Context: an optimization exercise on an open-source flow, tuned for small area, a short achievable clock period and few clock cycles. The choices shown serve that exercise and are no tape-out recipe.
No functional check of the RTL was part of any run shown here.
Power figures rest on the tool's default switching activity, not on a simulated workload.

`flow/design.v`:
```
package naas_dma_pkg;
    localparam int DATA_W           = 64;            
    localparam int STRB_W           = DATA_W / 8;
    localparam int ADDR_W           = 6;
    localparam int BUF_DEPTH        = 2 ** ADDR_W;
    localparam int PTR_W            = ADDR_W + 1;    
    localparam int MAX_BURST_QWORDS = 16;
    localparam int QCNT_W           = 5;             
    localparam int MAX_FRAME_QWORDS = 32;
    typedef logic [ADDR_W-1:0] addr_t;
    typedef logic [PTR_W-1:0]  ptr_t;
    typedef logic [QCNT_W-1:0] qcnt_t;
    typedef struct packed {
        logic [47:0] reserved;
        logic [15:0] byte_count;
    } rx_desc_t;
    typedef union packed {
        logic [DATA_W-1:0] data;
        rx_desc_t          desc;
    } buf_entry_u;
endpackage
`timescale 1ns/1ns
module naas_dma (
    input  logic                            clk,
    input  logic                            arst_n,
    input  logic [naas_dma_pkg::DATA_W-1:0] s_axis_tdata,
    input  logic [naas_dma_pkg::STRB_W-1:0] s_axis_tstrb,
    input  logic                            s_axis_tvalid,
    input  logic                            s_axis_tlast,
    output logic                            s_axis_tready,
    output logic [naas_dma_pkg::DATA_W-1:0] host_tdata,
    output logic                            host_tvalid,
    output logic                            host_tlast,
    input  logic                            host_tready
);
    localparam int N  = 31;                  
    localparam int S  = 8;                   
    localparam int D  = 4;                   
    localparam int PW = $clog2(N);
    localparam int CW = $clog2(N + 1);
    localparam int DW = $clog2(D + 1);
    localparam logic [PW-1:0] HOME = PW'(N - 1);    
    function automatic logic [PW-1:0] step(input logic [PW-1:0] p);
        step = (p == PW'(N - 1)) ? '0 : p + 1'b1;
    endfunction
    function automatic logic at_tap(input logic [PW-1:0] p);
        at_tap = 1'b0;
        for (int q = 0; q < N; q += S)
            if (p == PW'((q + N - 1) % N))
                at_tap = 1'b1;
    endfunction
    logic [63:0]   ring [0:N-1];
    logic [PW-1:0] tpos;                 
    logic [PW-1:0] rpos;                 
    logic [CW-1:0] cnt;                  
    logic          tready_q;
    logic [4:0]    ibeats;               
    logic [4:0]    d_bm1   [0:D-1];      
    logic [8:0]    d_bytes [0:D-1];      
    logic [DW-1:0] dcnt;
    logic [63:0]   od;                   
    logic          od_v;
    logic          phase;                
    logic [4:0]    rem;                  
    logic [3:0]    bcnt;                 
    logic          hv;
    logic          hl;
    assign s_axis_tready = tready_q;
    assign host_tvalid   = hv;
    assign host_tlast    = hl;
    assign host_tdata    = phase ? od : {55'd0, d_bytes[0]};
    logic          wr, push, pop_h, dpop, opop, rp;
    logic [8:0]    new_bytes;
    logic [3:0]    pc;
    logic [63:0]   rdata;
    logic          od_v_n, phase_n;
    logic [4:0]    rem_n;
    logic [DW-1:0] dcnt_n;
    logic [CW-1:0] cnt_n;
    logic [3:0]    bcnt_n;
    logic [PW-1:0] tpos_n, rpos_n;
    assign wr     = s_axis_tvalid && tready_q;
    assign push   = wr && s_axis_tlast;
    assign pop_h  = hv && host_tready;
    assign dpop   = pop_h && !phase;
    assign opop   = pop_h && phase;
    assign rp     = (cnt != '0) && (!od_v || opop);
    assign pc     = 4'($countones(s_axis_tstrb));
    assign new_bytes = {6'(ibeats) + 6'(pc[3]), pc[2:0]};    
    always_comb begin
        rdata = '0;
        for (int i = 0; i < N; i++)
            rdata = rdata | (ring[i] & {64{rpos == PW'(i)}});
    end
    always_comb begin
        od_v_n  = rp || (od_v && !opop);
        phase_n = phase;
        rem_n   = rem;
        if (dpop) begin
            phase_n = 1'b1;
            rem_n   = d_bm1[0];
        end else if (opop) begin
            if (rem == '0)
                phase_n = 1'b0;
            else
                rem_n = rem - 1'b1;
        end
        dcnt_n = dcnt + DW'(push) - DW'(dpop);
        cnt_n  = cnt + CW'(wr) - CW'(rp);
        bcnt_n = pop_h ? (hl ? 4'd0 : bcnt + 1'b1) : bcnt;
        tpos_n = wr ? tpos : step(tpos);
        rpos_n = rp ? rpos : step(rpos);
        if (cnt_n == '0) begin           
            tpos_n = HOME;
            rpos_n = HOME;
        end
    end
    always_ff @(posedge clk) begin
        for (int i = 0; i < N; i++) begin
            if (i % S == 0 && tready_q && tpos == PW'((i + N - 1) % N))
                ring[i] <= s_axis_tdata;
            else
                ring[i] <= ring[(i + N - 1) % N];
        end
        if (rp)
            od <= rdata;
        for (int i = 0; i < D; i++) begin
            if (push && DW'(i) == dcnt - DW'(dpop)) begin
                d_bm1[i]   <= ibeats;
                d_bytes[i] <= new_bytes;
            end else if (dpop && i < D - 1) begin
                d_bm1[i]   <= d_bm1[(i + 1) % D];
                d_bytes[i] <= d_bytes[(i + 1) % D];
            end
        end
    end
    always_ff @(posedge clk or negedge arst_n) begin
        if (!arst_n) begin
            tpos     <= HOME;
            rpos     <= HOME;
            cnt      <= '0;
            tready_q <= 1'b1;
            ibeats   <= '0;
            dcnt     <= '0;
            od_v     <= 1'b0;
            phase    <= 1'b0;
            rem      <= '0;
            bcnt     <= '0;
            hv       <= 1'b0;
            hl       <= 1'b0;
        end else begin
            tpos     <= tpos_n;
            rpos     <= rpos_n;
            cnt      <= cnt_n;
            tready_q <= at_tap(tpos_n) && (cnt_n != CW'(N)) && (dcnt_n != DW'(D));
            if (wr)
                ibeats <= s_axis_tlast ? 5'd0 : ibeats + 1'b1;
            dcnt     <= dcnt_n;
            od_v     <= od_v_n;
            phase    <= phase_n;
            rem      <= rem_n;
            bcnt     <= bcnt_n;
            hv       <= phase_n ? od_v_n : (dcnt_n != '0);
            if (!(hv && !host_tready))
                hl <= (bcnt_n == 4'd15) || (phase_n && rem_n == '0 && dcnt_n == '0);
        end
    end
endmodule
```
`flow/config.mk`:
```
export PLATFORM = sky130hd
export DESIGN_NAME = naas_dma
export DESIGN_NICKNAME = naas_dma
export VERILOG_FILES = /design/flow/design.v
export SDC_FILE = /design/flow/constraint.sdc
export NUM_CORES = 4
export LEC_CHECK = 0
export CAP_MARGIN = 20
export CORE_MARGIN = 2
export CORE_UTILIZATION = 40
export SLEW_MARGIN = 20
export SYNTH_MEMORY_MAX_BITS = 8192
```
`flow/constraint.sdc`:
```
create_clock -name core_clock -period 5.5 [get_ports {clk}]
set_input_delay 1.1000 -clock core_clock [delete_from_list [all_inputs] [get_ports {clk}]]
set_output_delay 1.1000 -clock core_clock [all_outputs]
set_load 0.01 [all_outputs]
```
`flow/run.sh`:
```
#!/bin/bash
# synth_recipe.tcl (not shown) runs the flow's synth.tcl, then flattens the netlist and writes it again
# the make line also repeats each setting of config.mk as NAME=value (left out here)
make -C /OpenROAD-flow-scripts/flow DESIGN_CONFIG=/design/flow/config.mk WORK_HOME=/design/flow/orfs CLKGATE_MAP_FILE= SYNTH_SCRIPT=/design/flow/synth_recipe.tcl finish
```
==> results.py, run 1 <==
metrics = {
    "sta": {
        "setup_tns_ns": 0,
        "finalCriticalPeriod_ns": 4.12,
        "finalHoldViolations": 0,
        "rsz0062_at_grt": "false",
        "drv_slew": 0,
        "fin_crit_sh_pct": 75.0,
        "max_freq_ghz": 0.242,
        "worstMarginPinSlew_ns": 1.27,
        "skew_ns": 0.0272,
        "setup-violations-final": 0,
        "relSlewSlack_pct": 14.9,
    },
    "synth": {
        "yosys.area.top_type": "dfxtp_1",
        "async_flop_share_pct": 1.73,
        "yosysSeqAreaShare_pct": 70.6,
        "syn_inst": 4589,
        "synth_seq_cells": 2141,
        "synth_area_sq_um": 62700,
        "synth_ff_type": "dfxtp_1",
        "yosys_warnings": 4,
        "synthTopCellsByArea": "dfxtp_1 63%, mux2_2 6.1%, edfxtp_1 5.7%",
        "synth_top_area_share_pct": 63.3,
        "avgSynthCellArea_sq_um": 13.7,
        "syn_nets": 4698,
        "synth-edff-count": 120,
        "synth.distinct_cells": 78,
    },
    "run": {
        "cap_viol_max_count": 0,
    },
    "clocking": {
        "post_cts_resized": 0,
        "cts_buffers": 199,
        "tritoncts": "built",
        "clk_pin_slew_ns": 0.07,
        "cts_buffer_depth": 3,
        "insertion_delay_ns": 0.85,
        "clock_sinks": 2141,
        "post_cts_buffers": 0,
        "cts-htree-levels": 4,
        "cts_root_buf": "clkbuf_16",
        "holdBufCountCts": 0,
    },
    "cells_and_area": {
        "drive_gt1_share_pct": 17.5,
        "fillers": 13700,
        "fin_cells": 6987,
        "areaGrowthSynthToFinish_pct": 17.5,
        "fin_nets": 4863,
    },
    "critical_path": {
        "required_ns": 4.40,
        "crit_type": "reg -> out",
        "startpoint": "phase",
        "startpoint_type": "flip-flop",
        "r2r_end": "od[28]",
        "rrSetupSlack_ns": 1.54,
        "critPathSlowestCell": "dfrtp_4",
        "worst_setup_path_end_kind": "output port",
        "critPathBufInv": 2,
        "crit_fanout": 48,
        "path_delay_family": "buffers and inverters",
        "critPathMaxStageDelay_ns": 0.69,
        "r2r-start": "rpos[4]",
        "path_cells": "buf_4, mux2_2, clkdlybuf4s50_1",
        "ff2ff_path_depth": 7,
        "arrival_ns": 3.02,
    },
    "pwr": {
        "worst_ir_drop_vdd_uv": 436,
        "power_density_nw_per_um2": 560,
        "leakagePower_uw": 0.0282,
    },
    "die": {
        "die_w_um": 400,
        "num_rows": 145,
        "die_area_sq_um": 160000,
        "fp.dieH_um": 400,
        "pin_count": 144,
        "start_util_pct": 40.2,
        "core_sq_um": 156000,
    },
    "global_route": {
        "grt-ovfl-total": 0,
        "antenna_found_initial": 12,
        "grt_pass1_wl_mm": 310,
        "grt_usage_pct": 27.2,
        "grt_max_degree": 65,
        "grt_pass1_vias": 41400,
    },
    "detailed_routing": {
        "via_per_inst": 5.98,
        "drt_iter0_markers": 5308,
        "wl_per_cell_um": 32.0,
        "drc": 0,
        "drtPass1Iterations": 6,
        "totalWireLength_mm": 224,
        "antenna_left": 0,
        "vias": 41800,
    },
    "worst_hold_path": {
        "min_path_cells": 0,
        "hold_path.class": "reg -> reg",
        "hold_start": "ring[21][44]",
        "whs_endpoint": "ring[22][44]",
    },
    "placement": {
        "dp.cells": 6609,
        "gp_congestion": 0.859,
        "place_hpwl_mm": 131,
        "portBuffers": 143,
    },
    "status": {
        "status": "finished clean",
    },
}
per-stage QoR:
stage | power [uW] | hold WS (ns) | util, % | area [sq um] | setup slack [ns]
2_1_floorplan | 22200 | 0.324 | - | 62700 | 0.964
3_3_place_gp | 26900 | 0.327 | 42.8 | 66800 | 0.662
3_5_place_dp | 26900 | 0.333 | 42.8 | 66800 | 0.678
4_1_cts | 41000 | 0.334 | 47.2 | 73600 | 1.16
5_1_grt | 42100 | 0.334 | 47.2 | 73700 | 1.14
6_report | 41300 | 0.332 | 47.2 | 73700 | 1.38
how the worst max path moves through the flow:
stage	slack (ns)	end	cells after the start
finish	1.38	host_tdata[7]	3
global route	1.14	host_tdata[7]	3
global placement	0.66	d_bytes[0][7]	14
floorplan	0.96	rpos[3]	14
CTS	1.16	host_tdata[7]	3
detailed placement	0.68	d_bytes[0][7]	14
cell families after synthesis:
group	count (synthesis)	synth area share, %
flops	2141	70.6
compound gates	1081	13.5
simple gates	550	5.01
mux	433	7.67
buf+inv	342	2.39
fa+ha+maj	32	0.710
xor+xnor	10	0.140
worst reg2reg max path: stages (launching register included):
cell,delay (ns)
dfstp_4,0.93
buf_4,0.51
and2_1,1.02
buf_4,0.45
a22oi_1,0.15
o32ai_1,0.30
nor4_1,0.08
o211ai_1,0.23
layout by cell type, fill, tap and decap left out, drive strengths merged, types with 11 or more instances in the layout:
| master | n |
|---|---|
| clkbuf | 303 |
| a221oi | 151 |
| inv | 52 |
| dfxtp | 1984 |
| or4 | 27 |
| ha | 26 |
| buf | 119 |
| clkdlybuf4s50 | 142 |
| nor2b | 11 |
| o221ai | 14 |
| mux2i | 89 |
| nor2 | 67 |
| nand3 | 49 |
| a22o | 135 |
| or3 | 19 |
| and3 | 11 |
| nand2 | 107 |
| bufinv | 12 |
| o2bb2ai | 11 |
| nor3 | 30 |
| mux2 | 340 |
| o22ai | 28 |
| a222oi | 35 |
| and4b | 11 |
| and2 | 63 |
| a22oi | 451 |
| o21ai | 61 |
| a32o | 14 |
| o2111ai | 21 |
| o211ai | 13 |
| nand2b | 13 |
| a21oi | 49 |
| clkinv | 42 |
| nand4 | 87 |
| edfxtp | 120 |
| dfrtp | 28 |
| a32oi | 28 |
| o22a | 11 |
report_power, final:
group	leakage [uW]	internal, uW	switching, uW
registers	0.0177	17700	1410
clock network	0.00338	8200	6090
logic	0.00707	2280	5550
total	0.0282	28200	13100
state kept, by name (all words and copies together), names as in the netlist, 3 cells and up:
| register | flops |
|---|---|
| od | 64 |
| ring | 1984 |
| rpos | 5 |
| bcnt | 4 |
| ibeats | 5 |
| d_bm1 | 20 |
| cnt | 5 |
| rem | 5 |
| tpos | 5 |
| dcnt | 3 |
| d_bytes | 36 |
routing by layer:
| layer | track usage (%) | wire [um] |
|---|---|---|
| met1 | 36.6 | 92900 |
| met2 | 42.8 | 101000 |
| met3 | 5.30 | 20500 |
| met4 | 11.5 | 9550 |
| met5 | 0 | 26 |
cell type report:
class                   instances  area, sq um  share of cell area [%]
flip-flops and latches       2141        44300                    60.1
multi-input cells            2106        17300                    23.5
clock buffers                 302         6050                    8.21
well taps                    2058         2570                    3.49
repair buffers                262         2460                    3.33
clock inverters                67          806                    1.09
inverters                      44          165                   0.224
diodes                          7         17.5                  0.0238
Yosys cell counts, types with 9 or more instances:
cell type / number
a32o_1: 14
o211ai_1: 13
nand2_1: 107
mux2_2: 339
a2bb2oi_1: 9
and4b_1: 11
dfstp_2: 9
or4_1: 27
nand4_1: 87
o2bb2ai_1: 11
nor3_1: 30
and2_1: 63
nor4bb_1: 10
o2111ai_1: 21
dfrtp_1: 28
or3_1: 19
buf_2: 113
a32oi_1: 28
clkbuf_1: 140
nand3_1: 49
nor2b_1: 11
o221ai_1: 14
o22ai_1: 28
a22oi_1: 451
xnor2_1: 10
edfxtp_1: 120
a221oi_1: 144
a22o_1: 135
nor2_1: 67
nand2b_1: 13
o22a_1: 11
and3_1: 11
a21oi_1: 49
dfxtp_1: 1984
a222oi_1: 35
buf_1: 30
o21ai_0: 61
mux2i_1: 89
inv_1: 41
buf_4: 11
ha_1: 26
==> inputs of run 2 (changes only) <==
--- a/flow/design.v
+++ b/flow/design.v
@@ -33,20 +33,20 @@
     output logic                            host_tlast,
     input  logic                            host_tready
 );
-    localparam int N  = 31;                  
+    localparam int N  = 32;                  
     localparam int S  = 8;                   
     localparam int D  = 4;                   
     localparam int PW = $clog2(N);
     localparam int CW = $clog2(N + 1);
     localparam int DW = $clog2(D + 1);
-    localparam logic [PW-1:0] HOME = PW'(N - 1);    
+    localparam logic [PW-1:0] HOME = '0;            
     function automatic logic [PW-1:0] step(input logic [PW-1:0] p);
         step = (p == PW'(N - 1)) ? '0 : p + 1'b1;
     endfunction
     function automatic logic at_tap(input logic [PW-1:0] p);
         at_tap = 1'b0;
-        for (int q = 0; q < N; q += S)
-            if (p == PW'((q + N - 1) % N))
+        for (int q = 1; q < N; q += S)
+            if (p == PW'(q - 1))
                 at_tap = 1'b1;
     endfunction
     logic [63:0]   ring [0:N-1];
@@ -58,8 +58,7 @@
     logic [4:0]    d_bm1   [0:D-1];      
     logic [8:0]    d_bytes [0:D-1];      
     logic [DW-1:0] dcnt;
-    logic [63:0]   od;                   
-    logic          od_v;
+    logic [63:0]   ho;                   
     logic          phase;                
     logic [4:0]    rem;                  
     logic [3:0]    bcnt;                 
@@ -68,12 +67,12 @@
     assign s_axis_tready = tready_q;
     assign host_tvalid   = hv;
     assign host_tlast    = hl;
-    assign host_tdata    = phase ? od : {55'd0, d_bytes[0]};
-    logic          wr, push, pop_h, dpop, opop, rp;
-    logic [8:0]    new_bytes;
+    assign host_tdata    = ho;
+    logic          wr, push, pop_h, dpop, opop, rp, adv;
+    logic [8:0]    new_bytes, head_bytes;
     logic [3:0]    pc;
     logic [63:0]   rdata;
-    logic          od_v_n, phase_n;
+    logic          phase_n;
     logic [4:0]    rem_n;
     logic [DW-1:0] dcnt_n;
     logic [CW-1:0] cnt_n;
@@ -84,16 +83,17 @@
     assign pop_h  = hv && host_tready;
     assign dpop   = pop_h && !phase;
     assign opop   = pop_h && phase;
-    assign rp     = (cnt != '0) && (!od_v || opop);
+    assign adv    = !hv || host_tready;             
+    assign rp     = adv && phase_n;                 
     assign pc     = 4'($countones(s_axis_tstrb));
     assign new_bytes = {6'(ibeats) + 6'(pc[3]), pc[2:0]};    
+    assign head_bytes = (dcnt == '0) ? new_bytes : d_bytes[0];
     always_comb begin
         rdata = '0;
         for (int i = 0; i < N; i++)
             rdata = rdata | (ring[i] & {64{rpos == PW'(i)}});
     end
     always_comb begin
-        od_v_n  = rp || (od_v && !opop);
         phase_n = phase;
         rem_n   = rem;
         if (dpop) begin
@@ -117,13 +117,13 @@
     end
     always_ff @(posedge clk) begin
         for (int i = 0; i < N; i++) begin
-            if (i % S == 0 && tready_q && tpos == PW'((i + N - 1) % N))
+            if (i % S == 1 && tready_q && tpos == PW'(i - 1))
                 ring[i] <= s_axis_tdata;
             else
                 ring[i] <= ring[(i + N - 1) % N];
         end
-        if (rp)
-            od <= rdata;
+        if (adv)
+            ho <= phase_n ? rdata : {55'd0, head_bytes};
         for (int i = 0; i < D; i++) begin
             if (push && DW'(i) == dcnt - DW'(dpop)) begin
                 d_bm1[i]   <= ibeats;
@@ -142,7 +142,6 @@
             tready_q <= 1'b1;
             ibeats   <= '0;
             dcnt     <= '0;
-            od_v     <= 1'b0;
             phase    <= 1'b0;
             rem      <= '0;
             bcnt     <= '0;
@@ -156,12 +155,11 @@
             if (wr)
                 ibeats <= s_axis_tlast ? 5'd0 : ibeats + 1'b1;
             dcnt     <= dcnt_n;
-            od_v     <= od_v_n;
             phase    <= phase_n;
             rem      <= rem_n;
             bcnt     <= bcnt_n;
-            hv       <= phase_n ? od_v_n : (dcnt_n != '0);
-            if (!(hv && !host_tready))
+            hv       <= phase_n || (dcnt_n != '0);
+            if (adv)
                 hl <= (bcnt_n == 4'd15) || (phase_n && rem_n == '0 && dcnt_n == '0);
         end
     end
--- a/flow/config.mk
+++ b/flow/config.mk
@@ -8,5 +8,7 @@
 export CAP_MARGIN = 20
 export CORE_MARGIN = 2
 export CORE_UTILIZATION = 40
+export CTS_CLUSTER_SIZE = 30
+export SETUP_SLACK_MARGIN = 2.5
 export SLEW_MARGIN = 20
 export SYNTH_MEMORY_MAX_BITS = 8192
==> run 2 against run 1 <==
Compared with the run above: fmax increased by 16%; power increased by 3.9%; setup slack improved by 0.55 ns; sequential cell count increased by 64; hold slack got worse by 0.0028 ns; global-route usage increased by 2.1 points; synthesized area increased by 3.2%; cell count increased by 7.4%; die area increased by 3.2%; design area increased by 6.4%; largest power group unchanged; largest cell class unchanged.
==> results.py, run 2 <==
metrics = {
    "pwr": {
        "p_clk_share_pct": 33.0,
        "leakagePower_uw": 0.0297,
        "p_seq_share_pct": 45.0,
        "power_density_nw_per_um2": 547,
        "p_switching_uw": 13900,
        "intPower_uw": 29000,
        "comb_power_share_pct": 22.0,
        "worst_ir_drop_vdd_uv": 439,
        "sw_frac_of_total_pct": 32.3,
    },
    "critical_path": {
        "startpoint_type": "input port",
        "critPathMaxStageDelay_ns": 0.54,
        "path_cells": "buf_6, fa_1, inv_1, fa_1, fa_2, inv_2, ha_4, a21oi_2, nor2b_2, ha_4, ha_4, buf_6, xnor2_4, buf_6, buf_6, buf_6, o21ai_1",
        "required_ns": 6.05,
        "worst_setup_path_end_kind": "flip-flop",
        "crit_type": "in -> reg",
        "crit_top_cell": "buf_6",
        "arrival_ns": 4.12,
        "critPathSlowestCell": "fa_2",
        "crit_fanout": 4,
    },
    "cells_and_area": {
        "layout_commonest_cell": "dfxtp_1",
        "final_cell_mix": "2048 x dfxtp_1, 387 x a22oi_1, 304 x mux2_2",
        "reg.largest.list": "ring (2048), ho (64), d_bytes (36)",
        "fillers": 13900,
        "regMostFlops": "ring",
        "drive_gt1_share_pct": 21.4,
        "post-route-util_pct": 48.8,
        "largest_register_ff_count": 2048,
        "areaGrowthSynthToFinish_pct": 21.1,
        "fin_nets": 5281,
    },
    "sta": {
        "setup_tns_ns": 0,
        "max_freq_ghz": 0.280,
        "worstMarginPinSlew_ns": 1.18,
        "drv_slew": 0,
        "finalCriticalPeriod_ns": 3.57,
        "finalHoldViolations": 0,
        "skew_ns": 0.0316,
        "rsz0062_at_grt": "true",
        "relSlewSlack_pct": 21.1,
        "setup-violations-final": 0,
        "fin_crit_sh_pct": 64.9,
    },
    "detailed_routing": {
        "vias": 45100,
        "wl_per_cell_um": 33.0,
        "drc": 0,
        "antenna_left": 0,
        "via_per_inst": 6.01,
        "drtPass1Iterations": 10,
        "totalWireLength_mm": 248,
        "drt_iter0_markers": 6106,
    },
    "clocking": {
        "holdBufCountCts": 0,
        "tritoncts": "built",
        "clk_pin_slew_ns": 0.07,
        "cts_root_buf": "clkbuf_16",
        "cts_buffers": 201,
        "cts-htree-levels": 4,
        "cts_buffer_depth": 3,
        "clock_sinks": 2205,
        "insertion_delay_ns": 0.84,
    },
    "synth": {
        "yosys.area.top_type": "dfxtp_1",
        "synth_seq_cells": 2205,
        "synth-edff-count": 120,
        "synth_area_sq_um": 64800,
        "yosysMostFrequentCell": "dfxtp_1",
        "synth.distinct_cells": 78,
        "synthTopCellsByArea": "dfxtp_1 63%, edfxtp_1 5.6%, mux2_2 5.3%",
        "synth_common_cells": "2048 x dfxtp_1, 387 x a22oi_1, 306 x mux2_2",
        "syn_inst": 4809,
        "yosys_warnings": 4,
        "syn_nets": 4919,
        "yosysSeqAreaShare_pct": 70.3,
        "avgSynthCellArea_sq_um": 13.5,
        "synth_top_area_share_pct": 63.3,
        "async_flop_share_pct": 1.68,
        "synth_ff_type": "dfxtp_1",
    },
    "placement": {
        "portBuffers": 143,
        "place_hpwl_mm": 150,
        "gp_congestion": 0.905,
    },
    "worst_hold_path": {
        "hold_path.class": "reg -> reg",
    },
    "global_route": {
        "grt_pass1_wl_mm": 340,
        "grt_pass1_vias": 44300,
        "grt_usage_pct": 29.3,
        "grt_max_degree": 63,
        "grt-ovfl-total": 0,
        "antenna_found_initial": 14,
    },
    "die": {
        "die_area_sq_um": 165000,
        "fp.dieH_um": 406,
        "core_sq_um": 161000,
        "pin_count": 144,
        "num_rows": 147,
        "die_w_um": 406,
        "start_util_pct": 40.3,
    },
    "run": {
        "cap_viol_max_count": 0,
    },
    "status": {
        "status": "finished clean",
    },
}
-- run 2: changes by cell type after synthesis, sizes merged, moves of 29 or more --
cell    delta
mux2i    +112
nand2     +74
a22oi     -64
dfxtp     +64
a21oi     +56
and2      -54
o22ai     +52
nand4     -44
a221oi    -37
a222oi    +37
nor2      +37
mux2      -32
nor3      +30
o21ai     +29
-- run 2: timing repair --
action                     CTS  global route
gates cloned                 3             1
resized for setup          173            76
setup endpoints to repair  150           105
pin swaps                   46            32
setup buffers              113            43
hold endpoints to repair     0             0
-- run 2: area by class of cell --
type / instances / area [sq um] / share of cell area [%]
Antenna cell: 5 / 12.5 / 0.0160
Clock inverter: 53 / 588 / 0.750
Sequential cell: 2205 / 45500 / 58.1
Inverter: 42 / 166 / 0.212
Timing Repair Buffer: 454 / 4410 / 5.62
Clock buffer: 317 / 6130 / 7.82
Tap cell: 2160 / 2700 / 3.45
Multi-Input combinational cell: 2267 / 18900 / 24.0
-- run 2: logic make-up after synthesis --
kind of cell / count (synthesis) / share of synthesized area (%)
AO/OA/AOI/OAI: 1135 / 13.2
adder cells (fa/ha/maj): 33 / 0.707
multiplexers: 518 / 8.78
buffers and inverters: 340 / 2.43
flip-flops: 2205 / 70.3
XOR/XNOR: 13 / 0.176
AND/OR/NAND/NOR: 565 / 4.40
-- run 2: stage by stage --
stage               cell area [sq um]  power [uW]  std cells  worst slack [ns]  hold WS (ns)
detailed placement              69300       27300       6967             0.588         0.331
global route                    78400       43700       7498              1.89         0.345
CTS                             77700       42100       7453              1.88         0.329
finish                          78400       42900       7503              1.93         0.329
global placement                69300       27300       6967             0.615         0.329
floorplan                       65100       22800       4809              1.34         0.324
-- run 2: per-layer routing --
metal	GRT usage (%)	vias up	part of all wire (%)
met1	38.8	22800	40
met4	15.4	14	5.4
met5	0	-	0.033
met2	43.8	3032	43
met3	7.88	653	11
li1	-	18600	-
-- run 2: critical path: cells and delay by family --
family,cells,cell delay [ns]
AO/OA/AOI/OAI,2,0.17
XOR/XNOR,1,0.15
adder cells (fa/ha/maj),6,2.01
buffers and inverters,7,0.60
AND/OR/NAND/NOR,1,0.07
-- run 2: worst paths after layout --
kind | from | endpoint | slack [ns] | depth (start not counted)
min | ring[15][2] | ring[16][2] | 0.33 | 0
max reg2reg | rpos[0] | ho[1] | 2.30 | 10
min in group asynchronous | arst_n | rem[1] | 0.39 | 1
min reg2reg | ring[15][2] | ring[16][2] | 0.33 | 0
max in group asynchronous | arst_n | rpos[4] | 4.49 | 1
max | s_axis_tstrb[3] | d_bytes[2][5] | 1.93 | 17
-- run 2: power by group through the flow --
stage,combinational [uW],sequential (uW),clock [uW]
after floorplan,3700,19100,0
after global placement,7640,19700,0
after detailed placement,7660,19700,0
after CTS,8620,19300,14200
after global routing,9370,19400,14900
final,9430,19300,14200

-- separate check: timing with driven ports --
No port has a modelled driver above. Below, the same layouts with a new extraction and two added sets of constraints. Step 1 assumes that a clkbuf_16 drives the clock port and a buf_2 every other input. Step 2 moves the port delays by t, midway between the first and last clock arrival at a register: inputs arrive t later, outputs are due t later. That takes back most of the time a late clock gives input paths. a / b / c = no drivers / after step 1 / after step 2; a / b = the first two.
run	t (ns)	setup slack, ns	worst hold slack (ns)	slew at the worst register clock pin (ns)
run 1	0.915	1.376 / 1.298 / 0.686	0.332 / 0.332 / 0.332	0.07 / 0.07
run 2	0.907	1.930 / 1.982 / 1.075	0.329 / 0.328 / 0.329	0.07 / 0.07
After both steps every run listed still meets setup and hold. For run 2, which loses most, drivers alone change the setup slack by +0.052 ns; drivers and shift together by -0.855 ns.
